This is an optimization exercise on Yosys and OpenROAD, whose aim is small area and few clock cycles per item, not a production implementation. In this exercise RTL edits were held to simulation tests only and were not proved equivalent to the original. No activity file was given, so power comes from the tool's default toggle rates.

## flow/design.v

```verilog
`timescale 1ns / 1ps
package sexl_pkg;
  localparam logic [1:0] OP_CHAR  = 2'd0;
  localparam logic [1:0] OP_FLUSH = 2'd1;
  localparam logic [1:0] OP_CLEAR = 2'd2;
  localparam logic [3:0] TOK_UINT   = 4'd0;
  localparam logic [3:0] TOK_INT    = 4'd1;
  localparam logic [3:0] TOK_FLOAT  = 4'd2;
  localparam logic [3:0] TOK_SYMBOL = 4'd3;
  localparam logic [3:0] TOK_STRING = 4'd4;
  localparam logic [3:0] TOK_LPAREN = 4'd5;
  localparam logic [3:0] TOK_RPAREN = 4'd6;
  localparam logic [3:0] TOK_LBRACK = 4'd7;
  localparam logic [3:0] TOK_RBRACK = 4'd8;
  localparam logic [3:0] TOK_QUOTE  = 4'd9;
  localparam logic KIND_TEXT   = 1'b0;
  localparam logic KIND_RECORD = 1'b1;
  localparam logic [2:0] NC_EMPTY = 3'd0;
  localparam logic [2:0] NC_SIGN  = 3'd1;
  localparam logic [2:0] NC_UDIG  = 3'd2;
  localparam logic [2:0] NC_DOT   = 3'd3;
  localparam logic [2:0] NC_FRAC  = 3'd4;
  localparam logic [2:0] NC_SYM   = 3'd5;
  localparam logic [2:0] NC_SDIG  = 3'd6;
  localparam logic [15:0] CH_NUL    = 16'h0000;
  localparam logic [15:0] CH_TAB    = 16'h0009;
  localparam logic [15:0] CH_NL     = 16'h000A;
  localparam logic [15:0] CH_SPACE  = 16'h0020;
  localparam logic [15:0] CH_DQUOTE = 16'h0022;
  localparam logic [15:0] CH_HASH   = 16'h0023;
  localparam logic [15:0] CH_SQUOTE = 16'h0027;
  localparam logic [15:0] CH_LPAREN = 16'h0028;
  localparam logic [15:0] CH_RPAREN = 16'h0029;
  localparam logic [15:0] CH_PLUS   = 16'h002B;
  localparam logic [15:0] CH_MINUS  = 16'h002D;
  localparam logic [15:0] CH_DOT    = 16'h002E;
  localparam logic [15:0] CH_ZERO   = 16'h0030;
  localparam logic [15:0] CH_NINE   = 16'h0039;
  localparam logic [15:0] CH_LBRACK = 16'h005B;
  localparam logic [15:0] CH_BSLASH = 16'h005C;
  localparam logic [15:0] CH_RBRACK = 16'h005D;
endpackage
`timescale 1ns / 1ps
import sexl_pkg::*;
module sexl_lexer
#(
  parameter bit DIRECT = 1'b0
) (
  input  logic        clk_i,
  input  logic        rst_ni,
  input  logic        item_v_i,
  input  logic [1:0]  op_i,
  input  logic [15:0] ch_i,
  output logic        item_take_o,
  output logic        item_ready_o,
  output logic        out_valid_o,
  input  logic        out_stall_i,
  output logic        kind_o,
  output logic [15:0] text_char_o,
  output logic [3:0]  token_type_o,
  output logic [19:0] line_number_o,
  output logic [15:0] column_o,
  output logic [15:0] length_o,
  output logic        last_o
);
  localparam logic [3:0] M_EMPTY = {1'b0, NC_EMPTY};
  localparam logic [3:0] M_CMT   = 4'b0111;
  localparam logic [3:0] M_STR   = 4'b1010;
  localparam logic [3:0] M_STRBS = 4'b1110;
  logic [19:0] line_q;
  logic [15:0] col_q;
  logic [15:0] len_q;
  logic [3:0]  mode_q;
  logic        word_ci_q;    
  logic in_str, in_cmt, normal_st, pend, bslash, word_hit;
  logic [2:0] nc;
  assign in_str    = mode_q[3] && mode_q[1] && !mode_q[0];
  assign pend      = mode_q[3] && !(mode_q[1] && !mode_q[0]);
  assign in_cmt    = (mode_q == M_CMT);
  assign normal_st = !mode_q[3] && !in_cmt;
  assign bslash    = mode_q[2];
  assign nc        = mode_q[2:0];
  assign word_hit  = normal_st && (nc != NC_EMPTY);
  logic is_char, is_flush, is_clear;
  logic c_nl, c_nul, c_dq, c_hash, c_bs, c_single, c_ws, c_digit, c_sign, c_dot, c_sep;
  logic [3:0] single_type;
  logic [2:0] single_sel;
  assign is_char  = (op_i == OP_CHAR);
  assign is_flush = (op_i == OP_FLUSH);
  assign is_clear = (op_i == OP_CLEAR);
  assign c_nl     = (ch_i == CH_NL);
  assign c_nul    = (ch_i == CH_NUL);
  assign c_dq     = (ch_i == CH_DQUOTE);
  assign c_hash   = (ch_i == CH_HASH);
  assign c_bs     = (ch_i == CH_BSLASH);
  assign c_single = (ch_i == CH_LPAREN) || (ch_i == CH_RPAREN) || (ch_i == CH_LBRACK) ||
                    (ch_i == CH_RBRACK) || (ch_i == CH_SQUOTE);
  assign c_ws     = c_nul || (ch_i == CH_TAB) || (ch_i == CH_SPACE);
  assign c_digit  = (ch_i >= CH_ZERO) && (ch_i <= CH_NINE);
  assign c_sign   = (ch_i == CH_PLUS) || (ch_i == CH_MINUS);
  assign c_dot    = (ch_i == CH_DOT);
  assign c_sep    = c_hash || c_dq || c_single || c_nl || c_ws;
  assign single_sel = pend ? mode_q[2:0] : ch_i[2:0];
  always_comb begin
    case (single_sel)
      CH_LPAREN[2:0]: single_type = TOK_LPAREN;
      CH_RPAREN[2:0]: single_type = TOK_RPAREN;
      CH_LBRACK[2:0]: single_type = TOK_LBRACK;
      CH_RBRACK[2:0]: single_type = TOK_RBRACK;
      default:        single_type = TOK_QUOTE;
    endcase
  end
  logic normal, str_end, r_text, r_word, r_str, r_single, r_any, two;
  assign normal   = is_char && normal_st;
  assign str_end  = c_dq && !bslash;
  assign r_text   = is_char && (in_str ? !str_end && !c_nl : normal_st && !c_sep);
  assign r_str    = is_char && in_str && str_end;
  assign r_word   = word_hit && (is_flush || (is_char && c_sep));
  assign r_single = normal && c_single && !word_hit;
  assign two      = word_hit && is_char && c_single;
  assign r_any    = r_text || r_str || r_word || r_single;
  logic take, pop;
  assign item_ready_o = !pend && !(r_any && out_stall_i);
  assign take         = item_v_i && item_ready_o;
  assign item_take_o  = take;
  assign pop          = pend && !out_stall_i;
  if (DIRECT) begin : g_direct
    assign out_valid_o = pend || (item_v_i && r_any && !out_stall_i);
  end else begin : g_queued
    assign out_valid_o = pend || (item_v_i && r_any);
  end
  function automatic logic [19:0] inc20(input logic [19:0] a, input logic ci);
    for (int i = 0; i < 20; i++) begin
      inc20[i] = a[i] ^ (ci & ((a | (20'hFFFFF << i)) == 20'hFFFFF));
    end
  endfunction
  function automatic logic [15:0] inc16(input logic [15:0] a, input logic ci);
    for (int i = 0; i < 16; i++) begin
      inc16[i] = a[i] ^ (ci & ((a | (16'hFFFF << i)) == 16'hFFFF));
    end
  endfunction
  function automatic logic [15:0] sub16(input logic [15:0] a, input logic [15:0] b,
                                        input logic ci);
    logic [15:0] p, g, pp, gg;
    p  = a ^ ~b;
    g  = a & ~b;
    pp = p;
    gg = g;
    gg[0] = g[0] | (p[0] & ci);
    for (int l = 1; l <= 4; l++) begin
      for (int j = (1 << l) - 1; j < 16; j += (1 << l)) begin
        gg[j] = gg[j] | (pp[j] & gg[j - (1 << (l - 1))]);
        pp[j] = pp[j] & pp[j - (1 << (l - 1))];
      end
    end
    for (int l = 3; l >= 1; l--) begin
      for (int j = (1 << l) + (1 << (l - 1)) - 1; j < 16; j += (1 << l)) begin
        gg[j] = gg[j] | (pp[j] & gg[j - (1 << (l - 1))]);
        pp[j] = pp[j] & pp[j - (1 << (l - 1))];
      end
    end
    sub16 = p ^ {gg[14:0], ci};
  endfunction
  logic [15:0] rec_col;
  logic [3:0]  word_type;
  assign rec_col = sub16(col_q, len_q, word_ci_q);
  always_comb begin
    case (nc)
      NC_UDIG: word_type = TOK_UINT;
      NC_SDIG: word_type = TOK_INT;
      NC_FRAC: word_type = TOK_FLOAT;
      default: word_type = TOK_SYMBOL;
    endcase
  end
  logic show_text;
  assign show_text = !pend && r_text;
  assign kind_o        = !show_text;
  assign text_char_o   = show_text ? ch_i : 16'd0;
  assign token_type_o  = (pend || r_single) ? single_type :
                         r_str ? TOK_STRING :
                         r_word ? word_type : 4'd0;
  assign line_number_o = show_text ? 20'd0 : line_q;
  assign column_o      = show_text ? 16'd0 : rec_col;
  assign length_o      = show_text ? 16'd0 : len_q;
  assign last_o        = pend || !two;
  logic [2:0] nc_next;
  always_comb begin
    case (nc)
      NC_EMPTY: nc_next = c_sign ? NC_SIGN : c_digit ? NC_UDIG : NC_SYM;
      NC_SIGN:  nc_next = c_digit ? NC_SDIG : NC_SYM;
      NC_UDIG, NC_SDIG: nc_next = c_digit ? nc : c_dot ? NC_DOT : NC_SYM;
      NC_DOT, NC_FRAC:  nc_next = c_digit ? NC_FRAC : NC_SYM;
      default: nc_next = NC_SYM;
    endcase
  end
  logic nl_ev, line_rst, line_step, col_rst, col_step, len_rst, len_step;
  assign nl_ev     = is_char && (c_nl || (in_cmt && c_nul));
  assign line_rst  = take && is_clear;
  assign line_step = take && nl_ev;
  assign col_rst   = take && (is_clear || nl_ev);
  assign col_step  = pop || (take && is_char && !in_cmt && !c_nl &&
                             (in_str || !(c_hash || two)));
  assign len_rst   = take && (is_flush || r_str || (normal && c_sep));
  assign len_step  = take && r_text;
  logic [19:0] line_d;
  logic [15:0] col_d, len_d;
  logic [3:0]  mode_d;
  assign line_d = line_rst ? 20'd1 : inc20(line_q, line_step);
  assign col_d  = col_rst ? 16'd1 : inc16(col_q, col_step);
  assign len_d  = len_rst ? 16'd0 : inc16(len_q, len_step);
  always_comb begin
    mode_d = mode_q;
    if (pend) begin
      if (pop) mode_d = M_EMPTY;
    end else if (take) begin
      if (is_flush) begin
        mode_d = M_EMPTY;
      end else if (is_char) begin
        if (in_cmt) begin
          if (c_nl || c_nul) mode_d = M_EMPTY;
        end else if (in_str) begin
          if (str_end) mode_d = M_EMPTY;
          else if (c_nl) mode_d = M_STR;
          else mode_d = c_bs ? M_STRBS : M_STR;
        end else if (c_hash) begin
          mode_d = M_CMT;
        end else if (c_dq) begin
          mode_d = M_STR;
        end else if (two) begin
          mode_d = {1'b1, ch_i[2:0]};
        end else if (c_sep) begin
          mode_d = M_EMPTY;
        end else begin
          mode_d = {1'b0, nc_next};
        end
      end
    end
  end
  always_ff @(posedge clk_i or negedge rst_ni) begin
    if (!rst_ni) begin
      line_q <= 20'd1;
      col_q  <= 16'd1;
      len_q  <= '0;
      mode_q <= M_EMPTY;
      word_ci_q <= 1'b1;
    end else begin
      line_q <= line_d;
      col_q  <= col_d;
      len_q  <= len_d;
      mode_q <= mode_d;
      word_ci_q <= !(mode_d[3] && mode_d[1] && !mode_d[0]);
    end
  end
endmodule
`timescale 1ns / 1ps
import sexl_pkg::*;
module sexl_rqueue
#(
  parameter int unsigned DEPTH = 0
) (
  input  logic        clk_i,
  input  logic        rst_ni,
  input  logic        in_valid_i,
  output logic        in_stall_o,
  input  logic [1:0]  op_i,
  input  logic [15:0] ch_i,
  output logic        item_v_o,
  output logic [1:0]  op_o,
  output logic [15:0] ch_o,
  input  logic        item_take_i,
  input  logic        item_ready_i
);
  if (DEPTH == 0) begin : g_pass
    assign item_v_o   = in_valid_i;
    assign op_o       = op_i;
    assign ch_o       = ch_i;
    assign in_stall_o = !item_ready_i;
  end else begin : g_fifo
    localparam int unsigned PTR_W = (DEPTH > 1) ? $clog2(DEPTH) : 1;
    localparam int unsigned CNT_W = $clog2(DEPTH + 1);
    logic [17:0]      mem_q [DEPTH];
    logic [PTR_W-1:0] wr_q, rd_q;
    logic [CNT_W-1:0] cnt_q;
    logic             full, push;
    assign full       = (cnt_q == CNT_W'(DEPTH));
    assign in_stall_o = full && !item_take_i;
    assign push       = in_valid_i && !in_stall_o;
    assign item_v_o   = (cnt_q != '0);
    assign {op_o, ch_o} = mem_q[rd_q];
    always_ff @(posedge clk_i) begin
      if (push) mem_q[wr_q] <= {op_i, ch_i};
    end
    always_ff @(posedge clk_i or negedge rst_ni) begin
      if (!rst_ni) begin
        wr_q  <= '0;
        rd_q  <= '0;
        cnt_q <= '0;
      end else begin
        if (push) wr_q <= (wr_q == PTR_W'(DEPTH - 1)) ? '0 : wr_q + PTR_W'(1);
        if (item_take_i) rd_q <= (rd_q == PTR_W'(DEPTH - 1)) ? '0 : rd_q + PTR_W'(1);
        cnt_q <= cnt_q + CNT_W'(push) - CNT_W'(item_take_i);
      end
    end
  end
endmodule
`timescale 1ns / 1ps
import sexl_pkg::*;
module s_expression_tokenizer_core
#(
  parameter int unsigned LINE_BITS   = 20,
  parameter int unsigned COLUMN_BITS = 16,
  parameter int unsigned QDEPTH      = 0
) (
  input  logic        clk_i,
  input  logic        rst_ni,
  input  logic        in_valid_i,
  output logic        in_stall_o,
  input  logic [1:0]  op_i,
  input  logic [15:0] ch_i,
  output logic        out_valid_o,
  input  logic        out_stall_i,
  output logic        kind_o,
  output logic [15:0] text_char_o,
  output logic [3:0]  token_type_o,
  output logic [19:0] line_number_o,
  output logic [15:0] column_o,
  output logic [15:0] length_o,
  output logic        last_o
);
  logic        item_v, item_take, item_ready;
  logic [1:0]  item_op;
  logic [15:0] item_ch;
  sexl_rqueue #(
    .DEPTH(QDEPTH)
  ) u_queue (
    .clk_i       (clk_i),
    .rst_ni      (rst_ni),
    .in_valid_i  (in_valid_i),
    .in_stall_o  (in_stall_o),
    .op_i        (op_i),
    .ch_i        (ch_i),
    .item_v_o    (item_v),
    .op_o        (item_op),
    .ch_o        (item_ch),
    .item_take_i (item_take),
    .item_ready_i(item_ready)
  );
  sexl_lexer #(
    .DIRECT(QDEPTH == 0)
  ) u_lexer (
    .clk_i        (clk_i),
    .rst_ni       (rst_ni),
    .item_v_i     (item_v),
    .op_i         (item_op),
    .ch_i         (item_ch),
    .item_take_o  (item_take),
    .item_ready_o (item_ready),
    .out_valid_o  (out_valid_o),
    .out_stall_i  (out_stall_i),
    .kind_o       (kind_o),
    .text_char_o  (text_char_o),
    .token_type_o (token_type_o),
    .line_number_o(line_number_o),
    .column_o     (column_o),
    .length_o     (length_o),
    .last_o       (last_o)
  );
endmodule
```

## flow/flow/run.sh

```bash
#!/bin/bash
# The standard layout with three changes:
#  - synthesis maps with an area-only ABC script (flow/abc_area_map.script
#    in place of ORFS's abc_speed.script; nothing else in synthesis changes)
#  - plain buf_1 cells as the port buffers
#  - a clock tree of clkbuf_4/clkbuf_8 cells with no dummy loads
set -euo pipefail
here=$(pwd)
rm -rf "$here/orfs_scripts"
cp -r "$FLOW_HOME/scripts" "$here/orfs_scripts"
cp "$here/flow/abc_area_map.script" "$here/orfs_scripts/abc_speed.script"
export SCRIPTS_DIR="$here/orfs_scripts"
export BUFFER_PORTS_ARGS="-buffer_cell sky130_fd_sc_hd__buf_1"
export CTS_ARGS="-sink_clustering_enable -repair_clock_nets -dont_use_dummy_load -sink_clustering_size 30 -sink_clustering_max_diameter 100 -buf_list {sky130_fd_sc_hd__clkbuf_4 sky130_fd_sc_hd__clkbuf_8}"
bash standard.sh > standard_flow.log 2>&1
```

## flow/flow/abc_area_map.script

```
strash
dch
map -D 2500
topo
stime -c
```

## flow/standard.sh

```bash
#!/bin/bash
# synth_recipe.tcl (not shown) runs the flow's synth.tcl, then flattens the netlist and writes it again
# the make line also repeats each setting of config.mk as NAME=value (left out here)
make -C /OpenROAD-flow-scripts/flow DESIGN_CONFIG=/design/flow/config.mk WORK_HOME=/design/flow/orfs CLKGATE_MAP_FILE= SYNTH_SCRIPT=/design/flow/synth_recipe.tcl "${@:-finish}"
```

## flow/config.mk

```make
export PLATFORM = sky130hd
export DESIGN_NAME = s_expression_tokenizer_core
export DESIGN_NICKNAME = s_expression_tokenizer_core
export VERILOG_FILES = /design/flow/design.v
export SDC_FILE = /design/flow/constraint.sdc
export NUM_CORES = 4
export LEC_CHECK = 0
export CAP_MARGIN = 20
export CORE_MARGIN = 2
export CORE_UTILIZATION = 40
export GPL_TIMING_DRIVEN = 0
export SLEW_MARGIN = 20
```

## flow/constraint.sdc

```tcl
create_clock -name core_clock -period 5.0 [get_ports {clk_i}]
set_input_delay 1.0000 -clock core_clock [delete_from_list [all_inputs] [get_ports {clk_i}]]
set_output_delay 1.0000 -clock core_clock [all_outputs]
set_load 0.01 [all_outputs]
```

==> results of run 1 <==
[flip-flops by register name, indices dropped and copies added, names as in the netlist]
signal and flops:
u_lexer.line_q 20, u_lexer.mode_q 4, u_lexer.word_ci_q 1, u_lexer.col_q 16, u_lexer.len_q 16
[what timing repair did]
item | in CTS | in global routing
gates resized for setup | 19 | 23
setup buffers | 2 | 0
gates cloned | 0 | 0
pin swaps | 2 | 2
endpoints found under the setup margin | 81 | 76
[final timing paths]
| check | from | endpoint | slack, ns | depth (start not counted) |
|---|---|---|---|---|
| max in group asynchronous | rst_ni | u_lexer.line_q[0] | 3.74 | 3 |
| min | u_lexer.len_q[15] | u_lexer.len_q[15] | 0.48 | 1 |
| min reg2reg | u_lexer.len_q[15] | u_lexer.len_q[15] | 0.48 | 1 |
| max reg2reg | u_lexer.mode_q[1] | u_lexer.line_q[19] | 0.56 | 22 |
| min in group asynchronous | rst_ni | u_lexer.len_q[7] | 0.56 | 1 |
| max | u_lexer.col_q[0] | column_o[15] | 0.29 | 17 |
[synthesized netlist by cell type]
master and number:
sky130_fd_sc_hd__a21o_2 3, sky130_fd_sc_hd__a21oi_1 25, sky130_fd_sc_hd__a22o_2 2, sky130_fd_sc_hd__a22oi_1 2, sky130_fd_sc_hd__a311oi_1 1, sky130_fd_sc_hd__a31oi_1 2, sky130_fd_sc_hd__a32o_1 2, sky130_fd_sc_hd__a41oi_1 2
sky130_fd_sc_hd__clkinv_1 111, sky130_fd_sc_hd__dfrtp_1 54, sky130_fd_sc_hd__dfstp_2 3, sky130_fd_sc_hd__fa_1 9, sky130_fd_sc_hd__ha_1 15, sky130_fd_sc_hd__nand2_1 53, sky130_fd_sc_hd__nand3_1 14, sky130_fd_sc_hd__nand3b_1 1
sky130_fd_sc_hd__nand4_1 9, sky130_fd_sc_hd__nor2_1 166, sky130_fd_sc_hd__nor3_1 46, sky130_fd_sc_hd__nor3b_1 1, sky130_fd_sc_hd__nor4_1 8, sky130_fd_sc_hd__o2111ai_1 1, sky130_fd_sc_hd__o211a_1 1, sky130_fd_sc_hd__o21a_1 1
sky130_fd_sc_hd__o21ai_0 31, sky130_fd_sc_hd__o22ai_1 3, sky130_fd_sc_hd__o311ai_0 1, sky130_fd_sc_hd__o31ai_1 1, sky130_fd_sc_hd__o41ai_1 1, sky130_fd_sc_hd__or2_2 2, sky130_fd_sc_hd__or3_2 1, sky130_fd_sc_hd__xnor2_1 8
sky130_fd_sc_hd__xor2_1 4
[cell type report]
class                           instances  area (µm²)
Tap cell                              133         166
Inverter                              111         419
Timing Repair Buffer                  102         438
Sequential cell                        57        1430
Fill cell                            1059        4850
Clock buffer                            9         124
Multi-Input combinational cell        416        2390
[where the power goes]
part           total, W  internal [W]  switching, W
Combinational  0.000626      0.000264      0.000362
Sequential     0.000517      0.000488     0.0000288
Clock          0.000313      0.000159      0.000154
Total           0.00146      0.000911      0.000545
[cells by family (layout without fill, tap and decap cells)]
logic type	after synthesis	in the layout	share of synthesized area [%]
compound gates	79	79	11.6
simple gates	301	301	31.2
buf+inv	111	222	10.3
fa+ha+maj	24	24	9.07
flops	57	57	35.3
xor+xnor	12	12	2.59
[per-layer routing]
metal / track usage, % / vias to the layer above
met1: 25.8 / 1900
met3: 3.24 / 8
met4: 6.00 / 0
met2: 32.8 / 93
met5: 0 / -
li1: - / 2131
[worst register-to-register path: stages, from the launching register on]
cell and delay, ns:
sky130_fd_sc_hd__dfrtp_1 0.40, sky130_fd_sc_hd__clkinv_1 0.12, sky130_fd_sc_hd__nor2_1 0.25, sky130_fd_sc_hd__clkinv_1 0.19, sky130_fd_sc_hd__nor2_1 0.25, sky130_fd_sc_hd__clkinv_1 0.22
sky130_fd_sc_hd__nor3_2 0.32, sky130_fd_sc_hd__nor3_1 0.14, sky130_fd_sc_hd__nand2_4 0.23, sky130_fd_sc_hd__nand4_1 0.15, sky130_fd_sc_hd__nand2_1 0.12, sky130_fd_sc_hd__nand3_2 0.16
sky130_fd_sc_hd__nor2_2 0.20, sky130_fd_sc_hd__clkinv_1 0.18, sky130_fd_sc_hd__nor3_4 0.19, sky130_fd_sc_hd__nand4_1 0.16, sky130_fd_sc_hd__nor2_2 0.16, sky130_fd_sc_hd__nand4_1 0.19
sky130_fd_sc_hd__nor4_4 0.24, sky130_fd_sc_hd__nand2_1 0.15, sky130_fd_sc_hd__nor2_1 0.16, sky130_fd_sc_hd__nor2_1 0.05, sky130_fd_sc_hd__nor3_1 0.13
[stage by stage]
stage / std cells / cell area (µm²) / power, W / utilization [%] / hold slack (ns)
after floorplan: 584 / 4050 / 0.000937 / - / 0.443
after global placement: 814 / 4580 / 0.00111 / 46.7 / 0.472
after detailed placement: 817 / 4650 / 0.00112 / 47.3 / 0.472
after CTS: 828 / 4850 / 0.00146 / 49.4 / 0.482
after global routing: 828 / 4960 / 0.00158 / 50.6 / 0.525
final: 828 / 4960 / 0.00146 / 50.6 / 0.479
==> flow_summary.html, run 1 <==
<table>
<tr><th>Metric</th><th>Value</th></tr>
<tr><th colspan="2">GRT</th></tr>
<tr><td>Number of antenna violations at the first check in global routing</td><td>0</td></tr>
<tr><td>Maximum number of pins on one net before global-route repair</td><td>53</td></tr>
<tr><td>Via count of the first global-routing pass</td><td>3,981</td></tr>
<tr><td>Global-route wire length before repair</td><td>17,800 µm</td></tr>
<tr><td>Global-route total usage across every layer</td><td>19.5%</td></tr>
<tr><td>Global-route congestion overflow total</td><td>0</td></tr>
<tr><th colspan="2">Routing</th></tr>
<tr><td>Mean routed wirelength per cell</td><td>12.4 µm</td></tr>
<tr><td>Mean number of vias per cell</td><td>4.99</td></tr>
<tr><td>Routed via count</td><td>4,132</td></tr>
<tr><td>DRT Wirelength</td><td>10,300 µm</td></tr>
<tr><td>Top routing layer in use</td><td>met4</td></tr>
<tr><td>Detailed router's first-iteration violation count</td><td>126</td></tr>
<tr><td>Number of antenna-violating nets in the routed design</td><td>0</td></tr>
<tr><td>Post-route DRC</td><td>0</td></tr>
<tr><td>Met2 layer wire length in the routed design</td><td>4950 µm</td></tr>
<tr><td>Detailed-routing iteration count for the pre-antenna-repair pass</td><td>5</td></tr>
<tr><td>Routed wire length on met3</td><td>471 µm</td></tr>
<tr><td>Met1 wire length</td><td>4770 µm</td></tr>
<tr><th colspan="2">Logic synthesis</th></tr>
<tr><td>Dominant cells by area after synthesis</td><td>sky130_fd_sc_hd__dfrtp_1, sky130_fd_sc_hd__nor2_1, sky130_fd_sc_hd__clkinv_1</td></tr>
<tr><td>Number of unique standard cell types used by synthesis</td><td>33</td></tr>
<tr><td>Share of Yosys cell area claimed by the top area cell type</td><td>33.3%</td></tr>
<tr><td>FF+latch count, synth</td><td>57</td></tr>
<tr><td>Post-synthesis sequential area ratio</td><td>35.3%</td></tr>
<tr><td>Ys Warns</td><td>1</td></tr>
<tr><td>Cell count after synthesis</td><td>584</td></tr>
<tr><td>Net count of the mapped netlist</td><td>630</td></tr>
<tr><td>Cell taking the most area after synthesis</td><td>sky130_fd_sc_hd__dfrtp_1</td></tr>
<tr><td>Avg Synthesized Cell Area</td><td>6.94 µm²</td></tr>
<tr><td>Post-Syn Area</td><td>4050 µm²</td></tr>
<tr><th colspan="2">Floorplanning</th></tr>
<tr><td>Starting Density</td><td>41.3%</td></tr>
<tr><td>Die outline width</td><td>105 µm</td></tr>
<tr><td>Row Count</td><td>36</td></tr>
<tr><td>I/O pin count</td><td>98</td></tr>
<tr><td>Core region area</td><td>9820 µm²</td></tr>
<tr><td>Die boundary height</td><td>105 µm</td></tr>
<tr><td>Die Outline Area</td><td>11,000 µm²</td></tr>
<tr><th colspan="2">Placement</th></tr>
<tr><td>Global placer's final weighted congestion</td><td>0.910</td></tr>
<tr><td>Post-placement worst setup slack</td><td>-1.22 ns</td></tr>
<tr><td>Port bufs</td><td>97</td></tr>
<tr><td>DP Wirelength</td><td>8110 µm</td></tr>
<tr><th colspan="2">Worst setup path</th></tr>
<tr><td>Slowest stage cell on the critical path</td><td>sky130_fd_sc_hd__fa_1</td></tr>
<tr><td>Slowest cell delay on critical path</td><td>0.44 ns</td></tr>
<tr><td>Type of destination of the critical path</td><td>output port</td></tr>
<tr><td>Most used cell, CP</td><td>sky130_fd_sc_hd__o21ai_1</td></tr>
<tr><td>Data required, critical path</td><td>4.00 ns</td></tr>
<tr><td>Buffers and inverters on the worst path</td><td>3</td></tr>
<tr><td>Arr. time, crit path</td><td>3.71 ns</td></tr>
<tr><td>Startpoint kind of the worst setup timing path</td><td>register</td></tr>
<tr><td>Cell-by-cell trace of the critical path</td><td>clkinv_1 &gt; fa_1 &gt; clkinv_1 &gt; fa_2 &gt; a21o_2 &gt; a21oi_4 &gt; o21ai_1 &gt; a21o_2 &gt; a21oi_4 &gt; o21ai_1 &gt; a31oi_2 &gt; o21ai_1 &gt; fa_1 &gt; xnor2_1 &gt; xor2_1 &gt; nor2_1 &gt; clkbuf_2</td></tr>
<tr><td>Kind of cell adding the most delay to the critical path</td><td>compound AO/OA/AOI/OAI gates</td></tr>
<tr><td>Critical path type</td><td>reg2out</td></tr>
<tr><td>Highest fanout seen on the critical path</td><td>4</td></tr>
<tr><th colspan="2">Timing</th></tr>
<tr><td>Number of max-slew violations in the final report</td><td>0</td></tr>
<tr><td>Unrepaired setup endpoints after global routing</td><td>true</td></tr>
<tr><td>Worst Skew</td><td>0.0347 ns</td></tr>
<tr><td>Worst max-slew margin expressed relative to the limit</td><td>38.1%</td></tr>
<tr><td>Number of hold violations in the final report</td><td>0</td></tr>
<tr><td>Transition time of the tightest slew-check pin</td><td>0.925 ns</td></tr>
<tr><td>Final critical-path share of the clock period</td><td>94.3%</td></tr>
<tr><td>Final min period</td><td>4.71 ns</td></tr>
<tr><td>Peak Freq</td><td>212 MHz</td></tr>
<tr><td>Crit path setup slack, layout</td><td>0.286 ns</td></tr>
<tr><td>Setup total negative slack</td><td>0 ns</td></tr>
<tr><td>Final setup violation count</td><td>0</td></tr>
<tr><th colspan="2">Hold path</th></tr>
<tr><td>Hold crit path type</td><td>reg2reg</td></tr>
<tr><th colspan="2">Power</th></tr>
<tr><td>Total power divided by cell area</td><td>293 nW/µm²</td></tr>
<tr><td>Static power due to leakage</td><td>2.04 nW</td></tr>
<tr><td>IR Drop Worst-Case VDD</td><td>0.212 mV</td></tr>
<tr><th colspan="2">Clocking</th></tr>
<tr><td>Buffer type at the clock tree root</td><td>sky130_fd_sc_hd__clkbuf_8</td></tr>
<tr><td>Number of buffers inserted by hold repair at cts</td><td>0</td></tr>
<tr><td>Total number of H-tree levels</td><td>3</td></tr>
<tr><td>TritonCTS clock tree</td><td>built</td></tr>
<tr><td>Latest clock arrival within the worst-skew pair</td><td>0.34 ns</td></tr>
<tr><td>Num CTS Buffers</td><td>9</td></tr>
<tr><td>Maximum clock insertion buffer count</td><td>2</td></tr>
<tr><td>Sinks on the clock net</td><td>57</td></tr>
<tr><td>Post-CTS clock slew at the launch and capture registers of the worst setup and hold paths</td><td>0.06 ns</td></tr>
<tr><th colspan="2">Job</th></tr>
<tr><td>Count of maximum capacitance violations</td><td>0</td></tr>
<tr><th colspan="2">Finish</th></tr>
<tr><td>Area delta synth-&gt;final</td><td>22.5%</td></tr>
<tr><td>Post-layout net count</td><td>743</td></tr>
<tr><td>Highest-count cells in the layout ignoring fill and taps</td><td>sky130_fd_sc_hd__nor2_1, sky130_fd_sc_hd__clkinv_1, sky130_fd_sc_hd__buf_1</td></tr>
<tr><td>Antenna cell count</td><td>0</td></tr>
<tr><td>Most common cell after layout, fill and taps aside</td><td>sky130_fd_sc_hd__nor2_1</td></tr>
<tr><td>Ratio of cells with drive above 1 in the final layout</td><td>8.06%</td></tr>
<tr><th colspan="2">Run status</th></tr>
<tr><td>Run status</td><td>finished clean</td></tr>
</table>
Testbench counts, summed over its fixed seeds: cycles 40,481, items 32,013.
==> run 2: changes to the inputs <==
==> flow/flow/abc_area_map.script (replaced) <==
strash
dch
map -D 2500
map -D 2500
topo
stime -c
==> run 2 against run 1 <==
Still clean on timing, DRC and antenna. First-iteration DRC count grew 77%. Synthesized area decreased by 0.59%. Sequential power hardly changed. Routed wire length grew 5.8%. Cell count fell by 1.4%. Setup slack gained 0.034 ns. Final area grew 0.23%. Synthesized cell count is 2.9% lower. Global-route usage rose by 0.40 points. Largest power group unchanged.
==> flow_summary.html, run 2 <==
<table>
<tr><th>Metric</th><th>Value</th></tr>
<tr><th colspan="2">Timing</th></tr>
<tr><td>Final setup violation count</td><td>0</td></tr>
<tr><td>Worst Skew</td><td>0.0211 ns</td></tr>
<tr><td>Peak Freq</td><td>214 MHz</td></tr>
<tr><td>Unrepaired setup endpoints after global routing</td><td>false</td></tr>
<tr><td>Final min period</td><td>4.68 ns</td></tr>
<tr><td>Transition time of the tightest slew-check pin</td><td>0.902 ns</td></tr>
<tr><td>Final critical-path share of the clock period</td><td>93.6%</td></tr>
<tr><td>Worst max-slew margin expressed relative to the limit</td><td>38.3%</td></tr>
<tr><td>Number of max-slew violations in the final report</td><td>0</td></tr>
<tr><td>Hold slack final</td><td>0.477 ns</td></tr>
<tr><td>Number of hold violations in the final report</td><td>0</td></tr>
<tr><td>Setup total negative slack</td><td>0 ns</td></tr>
<tr><th colspan="2">GRT</th></tr>
<tr><td>Maximum number of pins on one net before global-route repair</td><td>53</td></tr>
<tr><td>Global-route wire length before repair</td><td>17,800 µm</td></tr>
<tr><td>Via count of the first global-routing pass</td><td>3,940</td></tr>
<tr><td>Number of antenna violations at the first check in global routing</td><td>0</td></tr>
<tr><td>Global-route total usage across every layer</td><td>19.9%</td></tr>
<tr><td>Global-route congestion overflow total</td><td>0</td></tr>
<tr><th colspan="2">Routing</th></tr>
<tr><td>Number of antenna-violating nets in the routed design</td><td>0</td></tr>
<tr><td>Detailed-routing iteration count for the pre-antenna-repair pass</td><td>5</td></tr>
<tr><td>Mean routed wirelength per cell</td><td>13.3 µm</td></tr>
<tr><td>Mean number of vias per cell</td><td>5.16</td></tr>
<tr><td>Detailed router's first-iteration violation count</td><td>223</td></tr>
<tr><td>DRT Wirelength</td><td>10,900 µm</td></tr>
<tr><td>Post-route DRC</td><td>0</td></tr>
<tr><td>Routed via count</td><td>4,213</td></tr>
<tr><th colspan="2">Floorplanning</th></tr>
<tr><td>Die boundary height</td><td>104 µm</td></tr>
<tr><td>I/O pin count</td><td>98</td></tr>
<tr><td>Die outline width</td><td>104 µm</td></tr>
<tr><td>Starting Density</td><td>41.2%</td></tr>
<tr><td>Row Count</td><td>36</td></tr>
<tr><td>Core region area</td><td>9770 µm²</td></tr>
<tr><td>Die Outline Area</td><td>10,900 µm²</td></tr>
<tr><th colspan="2">Logic synthesis</th></tr>
<tr><td>Share of Yosys cell area claimed by the top area cell type</td><td>33.5%</td></tr>
<tr><td>FF+latch count, synth</td><td>57</td></tr>
<tr><td>Ys Warns</td><td>1</td></tr>
<tr><td>Most used standard cells in the synthesized netlist</td><td>sky130_fd_sc_hd__nor2_1, sky130_fd_sc_hd__clkinv_1, sky130_fd_sc_hd__nand2_1</td></tr>
<tr><td>Most used standard cell by instance count after synthesis</td><td>sky130_fd_sc_hd__nor2_1</td></tr>
<tr><td>Post-Syn Area</td><td>4030 µm²</td></tr>
<tr><td>Number of enable-type register cells in the synthesized netlist</td><td>0</td></tr>
<tr><td>Number of unique standard cell types used by synthesis</td><td>31</td></tr>
<tr><td>Cell count after synthesis</td><td>567</td></tr>
<tr><td>Post-synthesis sequential area ratio</td><td>35.5%</td></tr>
<tr><td>Net count of the mapped netlist</td><td>613</td></tr>
<tr><td>Dominant cells by area after synthesis</td><td>sky130_fd_sc_hd__dfrtp_1, sky130_fd_sc_hd__nor2_1, sky130_fd_sc_hd__clkinv_1</td></tr>
<tr><td>Cell taking the most area after synthesis</td><td>sky130_fd_sc_hd__dfrtp_1</td></tr>
<tr><td>Async set-or-reset flop fraction in the synthesized netlist</td><td>100%</td></tr>
<tr><td>Avg Synthesized Cell Area</td><td>7.11 µm²</td></tr>
<tr><td>Primary flip-flop cell chosen by synthesis mapping</td><td>sky130_fd_sc_hd__dfrtp_1</td></tr>
<tr><th colspan="2">Power</th></tr>
<tr><td>Comb power frac</td><td>44.3%</td></tr>
<tr><td>Power share of the sequential group</td><td>34.4%</td></tr>
<tr><td>Net switching share of the total power</td><td>38.0%</td></tr>
<tr><td>Static power due to leakage</td><td>2.03 nW</td></tr>
<tr><td>Total power divided by cell area</td><td>303 nW/µm²</td></tr>
<tr><td>Net Sw Power</td><td>0.000574 W</td></tr>
<tr><td>Internal power</td><td>0.000936 W</td></tr>
<tr><td>Clk network pwr share</td><td>21.3%</td></tr>
<tr><td>IR Drop Worst-Case VDD</td><td>0.129 mV</td></tr>
<tr><th colspan="2">Clocking</th></tr>
<tr><td>Number of buffers inserted by hold repair at cts</td><td>0</td></tr>
<tr><td>Buffer type at the clock tree root</td><td>sky130_fd_sc_hd__clkbuf_8</td></tr>
<tr><td>Post-CTS clock slew at the launch and capture registers of the worst setup and hold paths</td><td>0.06 ns</td></tr>
<tr><td>TritonCTS clock tree</td><td>built</td></tr>
<tr><td>Maximum clock insertion buffer count</td><td>2</td></tr>
<tr><td>Latest clock arrival within the worst-skew pair</td><td>0.34 ns</td></tr>
<tr><td>Sinks on the clock net</td><td>57</td></tr>
<tr><td>Total number of H-tree levels</td><td>3</td></tr>
<tr><td>Num CTS Buffers</td><td>9</td></tr>
<tr><th colspan="2">Finish</th></tr>
<tr><td>Max reg flops</td><td>20</td></tr>
<tr><td>Filler cell count</td><td>1,049</td></tr>
<tr><td>Antenna cell count</td><td>0</td></tr>
<tr><td>Area delta synth-&gt;final</td><td>23.5%</td></tr>
<tr><td>Post-layout net count</td><td>731</td></tr>
<tr><td>Highest-count cells in the layout ignoring fill and taps</td><td>sky130_fd_sc_hd__nor2_1, sky130_fd_sc_hd__clkinv_1, sky130_fd_sc_hd__buf_1</td></tr>
<tr><td>Ratio of cells with drive above 1 in the final layout</td><td>8.64%</td></tr>
<tr><td>Largest Register</td><td>u_lexer.line_q</td></tr>
<tr><td>Most common cell after layout, fill and taps aside</td><td>sky130_fd_sc_hd__nor2_1</td></tr>
<tr><td>Largest registers in the final layout</td><td>u_lexer.line_q (20), u_lexer.col_q (16), u_lexer.len_q (16)</td></tr>
<tr><th colspan="2">Hold path</th></tr>
<tr><td>Depth of the worst hold-timing path</td><td>1</td></tr>
<tr><td>Hold crit path type</td><td>reg2reg</td></tr>
<tr><th colspan="2">Run status</th></tr>
<tr><td>Run status</td><td>finished clean</td></tr>
<tr><th colspan="2">Worst setup path</th></tr>
<tr><td>Startpoint kind of the worst setup timing path</td><td>register</td></tr>
<tr><td>Most used cell, CP</td><td>sky130_fd_sc_hd__clkinv_1</td></tr>
<tr><td>Critical path type</td><td>reg2out</td></tr>
<tr><td>Highest fanout seen on the critical path</td><td>3</td></tr>
<tr><td>Cell-by-cell trace of the critical path</td><td>clkinv_1 &gt; fa_1 &gt; clkinv_1 &gt; fa_2 &gt; a21o_2 &gt; a21oi_4 &gt; o21ai_2 &gt; a21o_2 &gt; a21oi_4 &gt; o21ai_2 &gt; a31oi_4 &gt; buf_4 &gt; buf_4 &gt; clkinv_1 &gt; fa_1 &gt; xnor2_1 &gt; nor2_1 &gt; buf_1</td></tr>
<tr><td>Kind of cell adding the most delay to the critical path</td><td>compound AO/OA/AOI/OAI gates</td></tr>
<tr><td>Slowest stage cell on the critical path</td><td>sky130_fd_sc_hd__fa_1</td></tr>
<tr><td>Cell depth of the worst flop-to-flop path</td><td>20</td></tr>
<tr><td>Slowest cell delay on critical path</td><td>0.43 ns</td></tr>
<tr><td>Logic depth of the worst setup path including buffers</td><td>18</td></tr>
<tr><td>Data required, critical path</td><td>4.00 ns</td></tr>
<tr><td>Arr. time, crit path</td><td>3.68 ns</td></tr>
<tr><td>Type of destination of the critical path</td><td>output port</td></tr>
<tr><td>Buffers and inverters on the worst path</td><td>6</td></tr>
<tr><th colspan="2">Placement</th></tr>
<tr><td>Global placer's final weighted congestion</td><td>0.896</td></tr>
<tr><td>DP Wirelength</td><td>8080 µm</td></tr>
<tr><td>Port bufs</td><td>97</td></tr>
<tr><th colspan="2">Job</th></tr>
<tr><td>Count of maximum capacitance violations</td><td>0</td></tr>
</table>
run 2: per-layer routing:
metal / track usage (%) / routed length (µm) / vias up
met5: 0 / 0 / -
met4: 5.69 / 164 / 0
met3: 3.70 / 514 / 15
met2: 32.1 / 4880 / 126
met1: 27.3 / 5310 / 1956
li1: - / - / 2116
run 2: kinds of logic (layout without fill, tap and decap cells):
logic type               Yosys count  in the layout  share of synthesized area [%]
buffers and inverters            118            233                           11.0
XOR/XNOR                          11             11                           2.39
AO/OA/AOI/OAI                     95             95                           14.4
AND/OR/NAND/NOR                  262            263                           27.6
flip-flops                        57             57                           35.5
adder cells (fa/ha/maj)           24             24                           9.13
run 2: area by class of cell:
class                   instances  area (µm²)  share of cell area [%]
repair buffers                106         452                    9.08
flip-flops and latches         57        1430                    28.7
inverters                     118         452                    9.08
clock buffers                   9         124                    2.49
well taps                     133         166                    3.34
multi-input cells             393        2350                    47.3
run 2: power groups by stage:
stage / clock, W / combinational (W) / sequential (W)
2_1_floorplan: 0 / 0.000418 / 0.000518
3_3_place_gp: 0 / 0.000585 / 0.000525
3_5_place_dp: 0 / 0.000589 / 0.000526
4_1_cts: 0.000330 / 0.000637 / 0.000518
5_1_grt: 0.000355 / 0.000767 / 0.000524
6_report: 0.000322 / 0.000668 / 0.000519
run 2: path summary, 6_finish.rpt:
path                              startpoint           endpoint  slack (ns)
min in group asynchronous             rst_ni  u_lexer.len_q[12]        0.67
max                         u_lexer.col_q[0]       column_o[13]        0.32
min reg2reg                u_lexer.len_q[15]  u_lexer.len_q[15]        0.48
max reg2reg                u_lexer.mode_q[1]  u_lexer.len_q[15]        0.68
min                        u_lexer.len_q[15]  u_lexer.len_q[15]        0.48
max in group asynchronous             rst_ni  u_lexer.line_q[0]        3.64
run 2: metrics by stage:
| step | power, W | instances | area (µm²) | setup slack [ns] | util, % |
|---|---|---|---|---|---|
| global placement | 0.00111 | 797 | 4560 | -1.66 | 46.7 |
| CTS | 0.00149 | 812 | 4820 | 0.00198 | 49.3 |
| finish | 0.00151 | 816 | 4980 | 0.320 | 50.9 |
| global route | 0.00165 | 816 | 4980 | 0.0189 | 50.9 |
| floorplan | 0.000937 | 567 | 4030 | 0.0219 | - |
| detailed placement | 0.00112 | 799 | 4600 | -1.65 | 47.1 |
run 2: worst reg2reg max path, delay by kind of cell, from the launching register on:
kind	cells	cell delay, ns
AO/OA/AOI/OAI	3	0.37
buffers and inverters	3	0.58
flip-flops	1	0.40
AND/OR/NAND/NOR	14	2.91
run 2: timing repair:
action,4_1_cts,5_1_grt
resized for setup,18,22
pin swaps,3,4
cloned,1,0
setup endpoints to repair,83,33
setup buffers,3,4
==> run 3: changes to the inputs <==
==> flow/flow/abc_area_map.script (replaced) <==
strash
dch
map -a
topo
stime -c
--- a/flow/config.mk
+++ b/flow/config.mk
@@ -10,3 +10,2 @@
 export CORE_UTILIZATION = 40
-export GPL_TIMING_DRIVEN = 0
 export SLEW_MARGIN = 20
==> run 3 against run 2 <==
Critical path depth is 1 lower. Cell count is 5.8% higher. Power shrank 1.1%. Clock skew up 0.0049 ns. Global-route usage shrank 0.62 points. Sequential cell count did not move. Largest cell class unchanged.
==> flow_summary.html, run 3 <==
<table>
<tr><th>Metric</th><th>Value</th></tr>
<tr><th colspan="2">Run status</th></tr>
<tr><td>Run status</td><td>finished clean</td></tr>
<tr><th colspan="2">Finish</th></tr>
<tr><td>Most common cell after layout, fill and taps aside</td><td>sky130_fd_sc_hd__nor2_1</td></tr>
<tr><td>Ratio of cells with drive above 1 in the final layout</td><td>6.58%</td></tr>
<tr><td>Filler cell count</td><td>1,060</td></tr>
<tr><td>Post-layout net count</td><td>778</td></tr>
<tr><td>Area delta synth-&gt;final</td><td>20.6%</td></tr>
<tr><td>Finished Layout Cells</td><td>863</td></tr>
<tr><td>Highest-count cells in the layout ignoring fill and taps</td><td>sky130_fd_sc_hd__nor2_1, sky130_fd_sc_hd__clkinv_1, sky130_fd_sc_hd__buf_1</td></tr>
<tr><td>Largest Register</td><td>u_lexer.line_q</td></tr>
<tr><td>Antenna cell count</td><td>0</td></tr>
<tr><td>Largest registers in the final layout</td><td>u_lexer.line_q (20), u_lexer.col_q (16), u_lexer.len_q (16)</td></tr>
<tr><td>Max reg flops</td><td>20</td></tr>
<tr><th colspan="2">Routing</th></tr>
<tr><td>Mean number of vias per cell</td><td>4.88</td></tr>
<tr><td>Mean routed wirelength per cell</td><td>12.1 µm</td></tr>
<tr><td>Detailed-routing iteration count for the pre-antenna-repair pass</td><td>5</td></tr>
<tr><td>DRT Wirelength</td><td>10,500 µm</td></tr>
<tr><td>Routed via count</td><td>4,215</td></tr>
<tr><td>Post-route DRC</td><td>0</td></tr>
<tr><td>Number of antenna-violating nets in the routed design</td><td>0</td></tr>
<tr><td>Detailed router's first-iteration violation count</td><td>186</td></tr>
<tr><th colspan="2">Clocking</th></tr>
<tr><td>Sinks on the clock net</td><td>57</td></tr>
<tr><td>Post-CTS clock slew at the launch and capture registers of the worst setup and hold paths</td><td>0.07 ns</td></tr>
<tr><td>Num CTS Buffers</td><td>9</td></tr>
<tr><td>TritonCTS clock tree</td><td>built</td></tr>
<tr><td>Post-CTS setup repair buffer count</td><td>0</td></tr>
<tr><td>Buffer type at the clock tree root</td><td>sky130_fd_sc_hd__clkbuf_8</td></tr>
<tr><td>Maximum clock insertion buffer count</td><td>2</td></tr>
<tr><td>Latest clock arrival within the worst-skew pair</td><td>0.33 ns</td></tr>
<tr><td>Total number of H-tree levels</td><td>3</td></tr>
<tr><th colspan="2">Logic synthesis</th></tr>
<tr><td>Mux cell area share after synthesis</td><td>0%</td></tr>
<tr><td>Simple-gate share of the synthesized area</td><td>32.5%</td></tr>
<tr><td>Ys Warns</td><td>1</td></tr>
<tr><td>Cell count after synthesis</td><td>606</td></tr>
<tr><td>Dominant cells by area after synthesis</td><td>sky130_fd_sc_hd__dfrtp_1, sky130_fd_sc_hd__nor2_1, sky130_fd_sc_hd__clkinv_1</td></tr>
<tr><td>Share of Yosys cell area claimed by the top area cell type</td><td>33.0%</td></tr>
<tr><td>Number of enable-type register cells in the synthesized netlist</td><td>0</td></tr>
<tr><td>Post-Syn Area</td><td>4100 µm²</td></tr>
<tr><td>Most used standard cell by instance count after synthesis</td><td>sky130_fd_sc_hd__nor2_1</td></tr>
<tr><td>Xor and xnor area share after synthesis</td><td>2.35%</td></tr>
<tr><td>Avg Synthesized Cell Area</td><td>6.76 µm²</td></tr>
<tr><td>Net count of the mapped netlist</td><td>652</td></tr>
<tr><td>Async set-or-reset flop fraction in the synthesized netlist</td><td>100%</td></tr>
<tr><td>Synth Area in Compound Gates</td><td>10.3%</td></tr>
<tr><td>Cell taking the most area after synthesis</td><td>sky130_fd_sc_hd__dfrtp_1</td></tr>
<tr><td>Primary flip-flop cell chosen by synthesis mapping</td><td>sky130_fd_sc_hd__dfrtp_1</td></tr>
<tr><td>Post-synthesis share of cell area spent on full adders, half adders and majority gates</td><td>8.98%</td></tr>
<tr><td>Most used standard cells in the synthesized netlist</td><td>sky130_fd_sc_hd__nor2_1, sky130_fd_sc_hd__clkinv_1, sky130_fd_sc_hd__dfrtp_1</td></tr>
<tr><td>FF+latch count, synth</td><td>57</td></tr>
<tr><td>Post-synthesis sequential area ratio</td><td>34.9%</td></tr>
<tr><td>Largest family of logic cells by synthesized area</td><td>simple AND/OR/NAND/NOR gates</td></tr>
<tr><td>Number of unique standard cell types used by synthesis</td><td>28</td></tr>
<tr><th colspan="2">Timing</th></tr>
<tr><td>Number of max-slew violations in the final report</td><td>0</td></tr>
<tr><td>Transition time of the tightest slew-check pin</td><td>0.745 ns</td></tr>
<tr><td>Final setup violation count</td><td>0</td></tr>
<tr><td>Final critical-path share of the clock period</td><td>93.9%</td></tr>
<tr><td>Worst max-slew margin expressed relative to the limit</td><td>50.4%</td></tr>
<tr><td>Unrepaired setup endpoints after global routing</td><td>false</td></tr>
<tr><td>Worst Skew</td><td>0.0260 ns</td></tr>
<tr><td>Hold slack final</td><td>0.472 ns</td></tr>
<tr><td>Peak Freq</td><td>213 MHz</td></tr>
<tr><td>Crit path setup slack, layout</td><td>0.306 ns</td></tr>
<tr><td>Number of hold violations in the final report</td><td>0</td></tr>
<tr><td>Final min period</td><td>4.69 ns</td></tr>
<tr><td>Setup total negative slack</td><td>0 ns</td></tr>
<tr><th colspan="2">Power</th></tr>
<tr><td>Static power due to leakage</td><td>2.00 nW</td></tr>
<tr><td>Total power divided by cell area</td><td>302 nW/µm²</td></tr>
<tr><td>IR Drop Worst-Case VDD</td><td>0.189 mV</td></tr>
<tr><th colspan="2">GRT</th></tr>
<tr><td>Global-route total usage across every layer</td><td>19.3%</td></tr>
<tr><td>Via count of the first global-routing pass</td><td>3,809</td></tr>
<tr><td>Global-route wire length before repair</td><td>17,600 µm</td></tr>
<tr><td>Global-route congestion overflow total</td><td>0</td></tr>
<tr><td>Maximum number of pins on one net before global-route repair</td><td>58</td></tr>
<tr><td>Number of antenna violations at the first check in global routing</td><td>0</td></tr>
<tr><th colspan="2">Worst setup path</th></tr>
<tr><td>Cell depth of the worst flop-to-flop path</td><td>23</td></tr>
<tr><td>Type of destination of the critical path</td><td>output port</td></tr>
<tr><td>Arr. time, crit path</td><td>3.69 ns</td></tr>
<tr><td>Highest fanout seen on the critical path</td><td>5</td></tr>
<tr><td>Data required, critical path</td><td>4.00 ns</td></tr>
<tr><td>Critical path type</td><td>reg2out</td></tr>
<tr><td>Startpoint kind of the worst setup timing path</td><td>register</td></tr>
<tr><th colspan="2">Placement</th></tr>
<tr><td>Global placer's final weighted congestion</td><td>0.888</td></tr>
<tr><td>DP Wirelength</td><td>8180 µm</td></tr>
<tr><td>Post-placement worst setup slack</td><td>0.122 ns</td></tr>
<tr><td>Port bufs</td><td>97</td></tr>
<tr><td>Post-placement cell count</td><td>854</td></tr>
<tr><th colspan="2">Floorplanning</th></tr>
<tr><td>I/O pin count</td><td>98</td></tr>
<tr><td>Row Count</td><td>36</td></tr>
<tr><td>Die outline width</td><td>105 µm</td></tr>
<tr><td>Starting Density</td><td>41.5%</td></tr>
<tr><td>Die Outline Area</td><td>11,100 µm²</td></tr>
<tr><td>Core region area</td><td>9860 µm²</td></tr>
<tr><td>Die boundary height</td><td>105 µm</td></tr>
<tr><th colspan="2">Hold path</th></tr>
<tr><td>Depth of the worst hold-timing path</td><td>1</td></tr>
<tr><td>Hold crit path type</td><td>reg2reg</td></tr>
<tr><th colspan="2">Job</th></tr>
<tr><td>Count of maximum capacitance violations</td><td>0</td></tr>
</table>
## run 3: critical path: stages (launching register included)
cell and delay (ns):
sky130_fd_sc_hd__dfstp_2 0.39, sky130_fd_sc_hd__clkinv_1 0.05, sky130_fd_sc_hd__fa_1 0.16, sky130_fd_sc_hd__clkinv_1 0.09, sky130_fd_sc_hd__fa_2 0.41, sky130_fd_sc_hd__a21o_2 0.24
sky130_fd_sc_hd__a21oi_4 0.15, sky130_fd_sc_hd__o21ai_2 0.09, sky130_fd_sc_hd__a21o_2 0.21, sky130_fd_sc_hd__a21oi_4 0.14, sky130_fd_sc_hd__o21ai_1 0.12, sky130_fd_sc_hd__a31oi_1 0.23
sky130_fd_sc_hd__o21ai_1 0.13, sky130_fd_sc_hd__fa_2 0.42, sky130_fd_sc_hd__xnor2_2 0.15, sky130_fd_sc_hd__xor2_1 0.14, sky130_fd_sc_hd__nor2_1 0.11, sky130_fd_sc_hd__clkbuf_2 0.14
## run 3: final cells by class
type	count	area (µm²)	area share, %
Tap cell	133	166	3.37
Inverter	119	447	9.04
Multi-Input combinational cell	430	2270	46.0
Clock buffer	9	124	2.51
Timing Repair Buffer	115	502	10.2
Sequential cell	57	1430	29.0
## run 3: report_power, final
part / leakage, nW / switching, W / total (W) / internal, W
Clock: 0.0647 / 0.000162 / 0.000322 / 0.000160
Sequential: 0.779 / 0.0000294 / 0.000517 / 0.000488
Combinational: 1.16 / 0.000377 / 0.000654 / 0.000277
## run 3: final timing paths
check | endpoint | slack, ns | startpoint
max | column_o[15] | 0.31 | u_lexer.col_q[0]
min reg2reg | u_lexer.len_q[15] | 0.47 | u_lexer.len_q[15]
max in group asynchronous | u_lexer.line_q[4] | 3.66 | rst_ni
min in group asynchronous | u_lexer.len_q[13] | 0.82 | rst_ni
min | u_lexer.len_q[15] | 0.47 | u_lexer.len_q[15]
max reg2reg | u_lexer.line_q[19] | 0.80 | u_lexer.mode_q[1]
## run 3: metrics by stage
step	power (W)	instance area (µm²)	util, %
2_1_floorplan	0.000947	4100	-
3_3_place_gp	0.00113	4760	48.3
3_5_place_dp	0.00114	4760	48.3
4_1_cts	0.00149	4890	49.6
5_1_grt	0.00161	4940	50.1
6_report	0.00149	4940	50.1
## run 3: routing by layer
metal | vias up | GRT usage [%] | part of all wire (%)
met5 | - | 0 | 0
met4 | 0 | 5.05 | 0.68
met3 | 5 | 2.99 | 4.6
met2 | 94 | 30.0 | 45
met1 | 1926 | 27.9 | 50
li1 | 2190 | - | -
## run 3: logic make-up (layout without fill, tap and decap cells)
logic type / after synthesis / after routing
compound gates: 74 / 74
flops: 57 / 57
simple gates: 321 / 321
fa+ha+maj: 24 / 24
xor+xnor: 11 / 11
buf+inv: 119 / 243
## run 3: what timing repair did
item	4_1_cts	5_1_grt
endpoints found under the setup margin	4	5
hold buffers	0	0
pin swaps	1	2
resized for setup	5	11
==> run 4: changes to the inputs <==
--- a/flow/flow/run.sh
+++ b/flow/flow/run.sh
@@ -5,3 +5,3 @@
 #  - plain buf_1 cells as the port buffers
-#  - a clock tree of clkbuf_4/clkbuf_8 cells with no dummy loads
+#  - a clock tree of clkbuf_4 cells with no dummy loads
 set -euo pipefail
@@ -13,3 +13,3 @@
 export BUFFER_PORTS_ARGS="-buffer_cell sky130_fd_sc_hd__buf_1"
-export CTS_ARGS="-sink_clustering_enable -repair_clock_nets -dont_use_dummy_load -sink_clustering_size 30 -sink_clustering_max_diameter 100 -buf_list {sky130_fd_sc_hd__clkbuf_4 sky130_fd_sc_hd__clkbuf_8}"
+export CTS_ARGS="-sink_clustering_enable -repair_clock_nets -dont_use_dummy_load -sink_clustering_size 30 -sink_clustering_max_diameter 100 -buf_list {sky130_fd_sc_hd__clkbuf_4}"
 bash standard.sh > standard_flow.log 2>&1
--- a/flow/config.mk
+++ b/flow/config.mk
@@ -10,2 +10,3 @@
 export CORE_UTILIZATION = 40
+export GPL_TIMING_DRIVEN = 0
 export SLEW_MARGIN = 20
==> run 4 against run 3 <==
Highest routed layer unchanged. Global-route usage shrank 0.38 points. Largest power group unchanged. Critical path depth is the same. Power shrank 4.8%. First-iteration DRC count grew 1.1%. Sequential power is essentially flat. Synthesized area is the same.
==> flow_summary.html, run 4 <==
<table>
<tr><th>Metric</th><th>Value</th></tr>
<tr><th colspan="2">Worst setup path</th></tr>
<tr><td>Highest fanout seen on the critical path</td><td>5</td></tr>
<tr><td>Register-to-Register Setup Slack</td><td>0.58 ns</td></tr>
<tr><td>Slowest cell delay on critical path</td><td>0.43 ns</td></tr>
<tr><td>Worst reg2reg path endpoint</td><td>u_lexer.len_q[15]</td></tr>
<tr><td>Beginning of the worst register-to-register path</td><td>u_lexer.mode_q[1]</td></tr>
<tr><td>Critical path type</td><td>reg2out</td></tr>
<tr><td>Cell-by-cell trace of the critical path</td><td>clkinv_1 &gt; fa_1 &gt; clkinv_1 &gt; fa_2 &gt; a21o_2 &gt; a21oi_4 &gt; o21ai_2 &gt; a21o_2 &gt; a21oi_4 &gt; o21ai_2 &gt; a31oi_4 &gt; o21ai_2 &gt; fa_1 &gt; xnor2_1 &gt; xor2_1 &gt; nor2_1 &gt; buf_1</td></tr>
<tr><td>Kind of cell adding the most delay to the critical path</td><td>compound AO/OA/AOI/OAI gates</td></tr>
<tr><td>Cell depth of the worst flop-to-flop path</td><td>23</td></tr>
<tr><td>Startpoint kind of the worst setup timing path</td><td>register</td></tr>
<tr><td>Slowest stage cell on the critical path</td><td>sky130_fd_sc_hd__fa_1</td></tr>
<tr><td>Data required, critical path</td><td>4.00 ns</td></tr>
<tr><td>Buffers and inverters on the worst path</td><td>3</td></tr>
<tr><td>Type of destination of the critical path</td><td>output port</td></tr>
<tr><td>Most used cell, CP</td><td>sky130_fd_sc_hd__o21ai_2</td></tr>
<tr><td>Arr. time, crit path</td><td>3.72 ns</td></tr>
<tr><th colspan="2">Routing</th></tr>
<tr><td>Mean routed wirelength per cell</td><td>12.5 µm</td></tr>
<tr><td>Mean number of vias per cell</td><td>5.01</td></tr>
<tr><td>DRT Wirelength</td><td>10,700 µm</td></tr>
<tr><td>Number of antenna-violating nets in the routed design</td><td>0</td></tr>
<tr><td>Post-route DRC</td><td>0</td></tr>
<tr><td>Detailed-routing iteration count for the pre-antenna-repair pass</td><td>5</td></tr>
<tr><td>Detailed router's first-iteration violation count</td><td>188</td></tr>
<tr><td>Routed via count</td><td>4,300</td></tr>
<tr><th colspan="2">Timing</th></tr>
<tr><td>Worst Skew</td><td>0.0369 ns</td></tr>
<tr><td>Worst max-slew margin expressed relative to the limit</td><td>42.1%</td></tr>
<tr><td>Peak Freq</td><td>212 MHz</td></tr>
<tr><td>Unrepaired setup endpoints after global routing</td><td>true</td></tr>
<tr><td>Final critical-path share of the clock period</td><td>94.4%</td></tr>
<tr><td>Final min period</td><td>4.72 ns</td></tr>
<tr><td>Final setup violation count</td><td>0</td></tr>
<tr><td>Transition time of the tightest slew-check pin</td><td>0.865 ns</td></tr>
<tr><td>Number of hold violations in the final report</td><td>0</td></tr>
<tr><td>Number of max-slew violations in the final report</td><td>0</td></tr>
<tr><td>Setup total negative slack</td><td>0 ns</td></tr>
<tr><th colspan="2">Placement</th></tr>
<tr><td>DP Wirelength</td><td>8080 µm</td></tr>
<tr><td>Port bufs</td><td>97</td></tr>
<tr><td>Post-placement cell count</td><td>839</td></tr>
<tr><td>Global placer's final weighted congestion</td><td>0.890</td></tr>
<tr><th colspan="2">Clocking</th></tr>
<tr><td>Number of buffers inserted by hold repair at cts</td><td>0</td></tr>
<tr><td>Sinks on the clock net</td><td>57</td></tr>
<tr><td>Total number of H-tree levels</td><td>3</td></tr>
<tr><td>Num CTS Buffers</td><td>9</td></tr>
<tr><td>Maximum clock insertion buffer count</td><td>2</td></tr>
<tr><td>TritonCTS clock tree</td><td>built</td></tr>
<tr><td>Buffer type at the clock tree root</td><td>sky130_fd_sc_hd__clkbuf_4</td></tr>
<tr><td>Latest clock arrival within the worst-skew pair</td><td>0.40 ns</td></tr>
<tr><td>Post-CTS clock slew at the launch and capture registers of the worst setup and hold paths</td><td>0.11 ns</td></tr>
<tr><th colspan="2">Job</th></tr>
<tr><td>Count of maximum capacitance violations</td><td>0</td></tr>
<tr><th colspan="2">Finish</th></tr>
<tr><td>Area delta synth-&gt;final</td><td>21.3%</td></tr>
<tr><td>Largest Register</td><td>u_lexer.line_q</td></tr>
<tr><td>Largest registers in the final layout</td><td>u_lexer.line_q (20), u_lexer.col_q (16), u_lexer.len_q (16)</td></tr>
<tr><td>Most common cell after layout, fill and taps aside</td><td>sky130_fd_sc_hd__nor2_1</td></tr>
<tr><td>Highest-count cells in the layout ignoring fill and taps</td><td>sky130_fd_sc_hd__nor2_1, sky130_fd_sc_hd__clkinv_1, sky130_fd_sc_hd__buf_1</td></tr>
<tr><td>Max reg flops</td><td>20</td></tr>
<tr><td>Ratio of cells with drive above 1 in the final layout</td><td>8.00%</td></tr>
<tr><td>Finished Layout Cells</td><td>858</td></tr>
<tr><td>Post-layout net count</td><td>773</td></tr>
<tr><td>Antenna cell count</td><td>0</td></tr>
<tr><th colspan="2">Logic synthesis</th></tr>
<tr><td>Post-Syn Area</td><td>4100 µm²</td></tr>
<tr><td>Primary flip-flop cell chosen by synthesis mapping</td><td>sky130_fd_sc_hd__dfrtp_1</td></tr>
<tr><td>Ys Warns</td><td>1</td></tr>
<tr><td>Post-synthesis sequential area ratio</td><td>34.9%</td></tr>
<tr><td>Async set-or-reset flop fraction in the synthesized netlist</td><td>100%</td></tr>
<tr><td>Cell taking the most area after synthesis</td><td>sky130_fd_sc_hd__dfrtp_1</td></tr>
<tr><td>Net count of the mapped netlist</td><td>652</td></tr>
<tr><td>Share of Yosys cell area claimed by the top area cell type</td><td>33.0%</td></tr>
<tr><td>Most used standard cells in the synthesized netlist</td><td>sky130_fd_sc_hd__nor2_1, sky130_fd_sc_hd__clkinv_1, sky130_fd_sc_hd__dfrtp_1</td></tr>
<tr><td>Cell count after synthesis</td><td>606</td></tr>
<tr><td>Number of enable-type register cells in the synthesized netlist</td><td>0</td></tr>
<tr><td>FF+latch count, synth</td><td>57</td></tr>
<tr><td>Most used standard cell by instance count after synthesis</td><td>sky130_fd_sc_hd__nor2_1</td></tr>
<tr><td>Dominant cells by area after synthesis</td><td>sky130_fd_sc_hd__dfrtp_1, sky130_fd_sc_hd__nor2_1, sky130_fd_sc_hd__clkinv_1</td></tr>
<tr><td>Avg Synthesized Cell Area</td><td>6.76 µm²</td></tr>
<tr><td>Number of unique standard cell types used by synthesis</td><td>28</td></tr>
<tr><th colspan="2">GRT</th></tr>
<tr><td>Global-route total usage across every layer</td><td>18.9%</td></tr>
<tr><td>Maximum number of pins on one net before global-route repair</td><td>53</td></tr>
<tr><td>Global-route wire length before repair</td><td>17,200 µm</td></tr>
<tr><td>Number of antenna violations at the first check in global routing</td><td>0</td></tr>
<tr><td>Via count of the first global-routing pass</td><td>3,728</td></tr>
<tr><td>Global-route congestion overflow total</td><td>0</td></tr>
<tr><th colspan="2">Power</th></tr>
<tr><td>IR Drop Worst-Case VDD</td><td>0.166 mV</td></tr>
<tr><td>Total power divided by cell area</td><td>286 nW/µm²</td></tr>
<tr><td>Static power due to leakage</td><td>1.99 nW</td></tr>
<tr><th colspan="2">Floorplanning</th></tr>
<tr><td>I/O pin count</td><td>98</td></tr>
<tr><td>Starting Density</td><td>41.5%</td></tr>
<tr><td>Row Count</td><td>36</td></tr>
<tr><td>Core region area</td><td>9860 µm²</td></tr>
<tr><td>Die outline width</td><td>105 µm</td></tr>
<tr><td>Die Outline Area</td><td>11,100 µm²</td></tr>
<tr><td>Die boundary height</td><td>105 µm</td></tr>
<tr><th colspan="2">Hold path</th></tr>
<tr><td>Hold crit path type</td><td>in2async</td></tr>
<tr><th colspan="2">Run status</th></tr>
<tr><td>Run status</td><td>finished clean</td></tr>
</table>
## run 4: cell counts after synthesis
No cell type changed its count.
## run 4: kinds of logic (layout without fill, tap and decap cells)
logic type                 Yosys count  count (layout)  synth area share, %
and+or+nand+nor                    321             322                 32.5
buffers and inverters              119             237                 10.9
AOI/OAI and AO/OA                   74              74                 10.3
adders and majority gates           24              24                 8.98
xor gates and xnor gates            11              11                 2.35
DFF                                 57              57                 34.9
## run 4: worst reg2reg max path: stages (launching register included)
cell and delay (ns):
sky130_fd_sc_hd__dfrtp_1 0.41, sky130_fd_sc_hd__clkinv_1 0.12, sky130_fd_sc_hd__nor2_1 0.27, sky130_fd_sc_hd__clkinv_1 0.19, sky130_fd_sc_hd__nor2_1 0.29, sky130_fd_sc_hd__clkinv_1 0.22
sky130_fd_sc_hd__nor3_1 0.35, sky130_fd_sc_hd__nor3_1 0.20, sky130_fd_sc_hd__nand2_4 0.17, sky130_fd_sc_hd__buf_4 0.13, sky130_fd_sc_hd__nand3_1 0.08, sky130_fd_sc_hd__nand2_1 0.14
sky130_fd_sc_hd__nand3_4 0.14, sky130_fd_sc_hd__nor2_2 0.14, sky130_fd_sc_hd__nand2_1 0.13, sky130_fd_sc_hd__nor2_4 0.16, sky130_fd_sc_hd__nand4_1 0.19, sky130_fd_sc_hd__nor2_2 0.20
sky130_fd_sc_hd__nand3_1 0.13, sky130_fd_sc_hd__nor3_4 0.18, sky130_fd_sc_hd__clkinv_1 0.13, sky130_fd_sc_hd__nor3_2 0.18, sky130_fd_sc_hd__o21ai_0 0.10, sky130_fd_sc_hd__a21oi_1 0.12
## run 4: what timing repair did
action / CTS / global route
gates cloned: 0 / 1
buffers inserted: 1 / 8
endpoints found under the setup margin: 61 / 68
pin swaps: 1 / 7
resized for setup: 12 / 23
## run 4: layout make-up
class                   count  area [µm²]
clock buffers               9        67.6
well taps                 133         166
multi-input cells         431        2360
repair buffers            109         490
inverters                 119         449
fillers                  1038        4900
flip-flops and latches     57        1430
## run 4: through the flow
stage	cell area (µm²)	total power, W	setup WS [ns]	hold slack, ns	utilization (%)
global placement	4630	0.00112	-1.07	0.463	46.9
finish	4970	0.00142	0.279	0.475	50.3
floorplan	4100	0.000947	0.148	0.443	-
global route	4970	0.00155	-0.0509	0.467	50.3
CTS	4800	0.00141	0.00326	0.460	48.7
detailed placement	4690	0.00113	-0.965	0.475	47.5
## run 4: worst max-delay path by stage
stage                     slack, ns  cells past startpoint                end              from
after floorplan                0.15                     15        column_o[0]           ch_i[9]
after global placement        -1.07                     21  u_lexer.col_q[10]          ch_i[13]
after detailed placement      -0.97                     28  u_lexer.len_q[15]          ch_i[13]
after CTS                     0.003                     17       column_o[15]  u_lexer.col_q[0]
after global routing          -0.05                     29  u_lexer.len_q[15]           ch_i[7]
final                          0.28                     17       column_o[15]  u_lexer.col_q[0]
## run 4: routing by layer
| metal | GRT usage, % | vias up | part of all wire, % |
|---|---|---|---|
| met1 | 26.9 | 1947 | 48 |
| met5 | 0 | - | 0 |
| met4 | 5.62 | 0 | 1.1 |
| met3 | 3.43 | 16 | 6.3 |
| li1 | - | 2196 | - |
| met2 | 29.2 | 141 | 45 |
## run 4: power by group
part / switching, W / internal (W) / total (W)
clock network: 0.000150 / 0.0000834 / 0.000234
logic: 0.000381 / 0.000289 / 0.000669
registers: 0.0000321 / 0.000487 / 0.000519
total: 0.000564 / 0.000859 / 0.00142

==> static timing again, ports no longer ideal <==
Ports are ideal in the flow. The routed layouts listed here were re-timed in OpenROAD. Step 1: set_driving_cell puts a clkbuf_16 on clk_i and a buf_2 on each other input, an assumption about the parent block. Step 2 moves the port delays by t, midway between the first and last clock arrival at a register: inputs arrive t later, outputs are due t later. That takes back most of the time a late clock gives input paths. Slacks: ideal ports / drivers / drivers and shift; pairs: ideal ports / drivers.
run	t (ns)	setup WS [ns]	cell pins on the clock port's net
run 1	0.350	0.286 / 0.255 / 0.042	1
run 2	0.358	0.320 / 0.291 / 0.071	1
run 3	0.349	0.306 / 0.272 / 0.325	1
run 4	0.413	0.279 / 0.249 / -0.008	1
Met with ideal ports but missed after step 2: setup timing in run 4. The setup slack of run 4, which loses most, moves by -0.030 ns with the drivers and by -0.287 ns with both steps.
